Background: an optimization exercise with open tools, aiming at small area, a short achievable clock period and few clock cycles per item. Do not read the settings as production practice.
The RTL was checked by simulation tests, not by an equivalence proof against the original design.
No activity file was given, so power comes from the tool's default toggle rates.

==> inputs of quartz <==
Design lda_top, start of the top module:
module lda_top (
  input  logic                         clk,
  input  logic                         arst_n,
  input  logic                         wb_cyc,
  input  logic                         wb_stb,
  input  logic                         wb_we,
  input  logic [lda_pkg::WB_ADR_W-1:0] wb_adr,
  input  logic [31:0]                  wb_dat_w,
  input  logic [3:0]                   wb_sel,     
  output logic [31:0]                  wb_dat_r,
  output logic                         wb_ack
);
Settings: LEC_CHECK=0, ABC_AREA=1, CAP_MARGIN=20, CORE_MARGIN=2, CORE_UTILIZATION=55, CTS_CLUSTER_DIAMETER=50, CTS_CLUSTER_SIZE=30, SETUP_SLACK_MARGIN=2.75, SLEW_MARGIN=20; clock period 6.5 ns.
run.sh (not shown) runs the stock make flow with config.mk's settings and CLKGATE_MAP_FILE= SYNTH_SCRIPT=/design/flow/synth_recipe.tcl, a recipe that flattens the netlist after the stock synthesis.
==> delta: changes against quartz <==
--- a/flow/config.mk
+++ b/flow/config.mk
@@ -9,7 +9,7 @@
 export CAP_MARGIN = 20
 export CORE_MARGIN = 2
-export CORE_UTILIZATION = 55
+export CORE_UTILIZATION = 65
 export CTS_CLUSTER_DIAMETER = 50
 export CTS_CLUSTER_SIZE = 30
-export SETUP_SLACK_MARGIN = 2.75
+export SETUP_SLACK_MARGIN = 2.0
 export SLEW_MARGIN = 20
==> comparison table <==
item	quartz	delta
Result of the run	no timing/DRC/antenna violations	no timing/DRC/antenna violations
Worst reg2reg path depth	8	13
Fraction of area in registers	54.28%	56.48%
PnR worst setup slack	2.387 ns	1.979 ns
Max IR drop VDD	0.0004087 V	0.0003897 V
Core region area	0.08198 mm2	0.06883 mm2
Final worst hold slack	0.3175 ns	0.2967 ns
Peak per-stage delay on the critical path	0.39 ns	0.53 ns
Cell count after placement	5318	5172
Power Sequential	9080 uW	9090 uW
Post-layout instance count excluding filler cells	5595	5377
CP endpoint	wb_dat_r[10]	wb_dat_r[13]
Global routing usage summed across all routing layers	26.21%	31.07%
Number of vias per cell	5.197	5.435
Hold Path Origin	lda_wb_regs_inst.g_ring[2].ring[121]$_DFF_P_	lda_wb_regs_inst.g_ring[2].ring[75]$_DFF_P_
Slowest cell on the critical path	sky130_fd_sc_hd__o31ai_4	sky130_fd_sc_hd__clkdlybuf4s50_1
Part of the cycle the worst path needs	63.28%	69.56%
Met2 track demand over resource in global routing	41.50%	49.68%
Total design power	18840 uW	18810 uW
Ant. Diodes	0	1
Met3 WL post-DR	6392 um	7506 um
RePlAce Congestion	0.9508	0.9881
Testbench counts of quartz, summed over its fixed seeds: cycles 3,840, items 80.
Testbench counts of delta, summed over its fixed seeds: cycles 3,840, items 80.

---

==> try-yarrow: inputs <==
lda_top again, from the RTL that the note above started with.
Design lda_top, start of the top module:
module lda_top (
  input  logic                         clk,
  input  logic                         arst_n,
  input  logic                         wb_cyc,
  input  logic                         wb_stb,
  input  logic                         wb_we,
  input  logic [lda_pkg::WB_ADR_W-1:0] wb_adr,
  input  logic [31:0]                  wb_dat_w,
  input  logic [3:0]                   wb_sel,     
  output logic [31:0]                  wb_dat_r,
  output logic                         wb_ack
);
  logic        st_v;
  logic [4:0]  st_x;
  logic [31:0] st_row;
  logic        start;
  logic        go;
  logic        init;
  logic        clr_acc;
  logic        calc_done;
  logic        stall_xx, stall_xy, stall_yy;
  logic [lda_pkg::COUNT_W-1:0]     nb, nb_r;
  logic signed [lda_pkg::UV_W-1:0] u, v, u_r, v_r;
  logic [lda_pkg::SQ_W-1:0]        pxx_r, pyy_r;
  logic signed [lda_pkg::XY_W-1:0] pxy_r;
  ...
clock: 6.5 ns
lec_check: 0
abc_area: 1
cap_margin: 20
core_margin: 2
core_utilization: 55
cts_cluster_diameter: 50
cts_cluster_size: 30
gpl_timing_driven: 1
setup_slack_margin: 2.5
slew_margin: 20
==> try-willow: changes against try-yarrow <==
--- a/flow/config.mk
+++ b/flow/config.mk
@@ -8,9 +8,8 @@
 export ABC_AREA = 1
 export CAP_MARGIN = 20
 export CORE_MARGIN = 2
-export CORE_UTILIZATION = 55
+export CORE_UTILIZATION = 45
 export CTS_CLUSTER_DIAMETER = 50
 export CTS_CLUSTER_SIZE = 30
-export GPL_TIMING_DRIVEN = 1
 export SETUP_SLACK_MARGIN = 2.5
 export SLEW_MARGIN = 20
==> results_dict.tcl <==
set metrics [dict create \
    stdcell_area_mm2 0.0530 \
    reg2reg_slack_ns 2.60 \
    critPathMaxStageDelay_ns 0.55 \
    die_y_um 322 \
    critPathBufInv 4 \
    clock_latency_ns 0.72 \
    comb-power_mw 2.92 \
    tightestPinTransition_ns 1.04 \
    outcome "complete, no violations" \
]
the above is filed under try-willow

==> results_dict.tcl <==
set metrics [dict create \
    tightestPinTransition_ns 1.12 \
    critPathBufInv 7 \
    clock_latency_ns 0.71 \
    die_y_um 291 \
    stdcell_area_mm2 0.0529 \
    critPathMaxStageDelay_ns 0.21 \
    reg2reg_slack_ns 2.66 \
    comb-power_mw 2.94 \
    outcome "complete, no violations" \
]
the above is filed under try-yarrow

Testbench counts of try-yarrow, summed over its fixed seeds: cycles 3,840, items 80.
Testbench counts of try-willow, summed over its fixed seeds: cycles 3,840, items 80.

-- static timing again, ports no longer ideal --
How much do the figures lean on ideal ports? The routed layouts below were timed once more, with nothing changed but the port constraints. Step 1 (the two cells are an assumption about what drives the block):
set clk [get_ports {clk}]
set_driving_cell -lib_cell sky130_fd_sc_hd__clkbuf_16 $clk
set_driving_cell -lib_cell sky130_fd_sc_hd__buf_2 [delete_from_list [all_inputs] $clk]
Step 2, shift: input delay + t, output delay - t, t = (earliest + latest rising clock arrival at the registers) / 2. This alone moves slack from input paths to output paths. a / b / c = ideal ports / drivers / drivers and shift; a / b = the first two.
run	shift t [ns]	setup WS [ns]	pins driven straight from the clock port
quartz	0.753	2.387 / 2.309 / 2.270	1
delta	0.736	1.979 / 1.919 / 1.919	1
try-yarrow	0.750	2.439 / 2.362 / 2.292	1
try-willow	0.766	2.378 / 2.309 / 2.309	1
After both steps every run listed still meets setup and hold. For try-yarrow, which loses most, drivers alone change the setup slack by -0.077 ns; drivers and shift together by -0.147 ns.
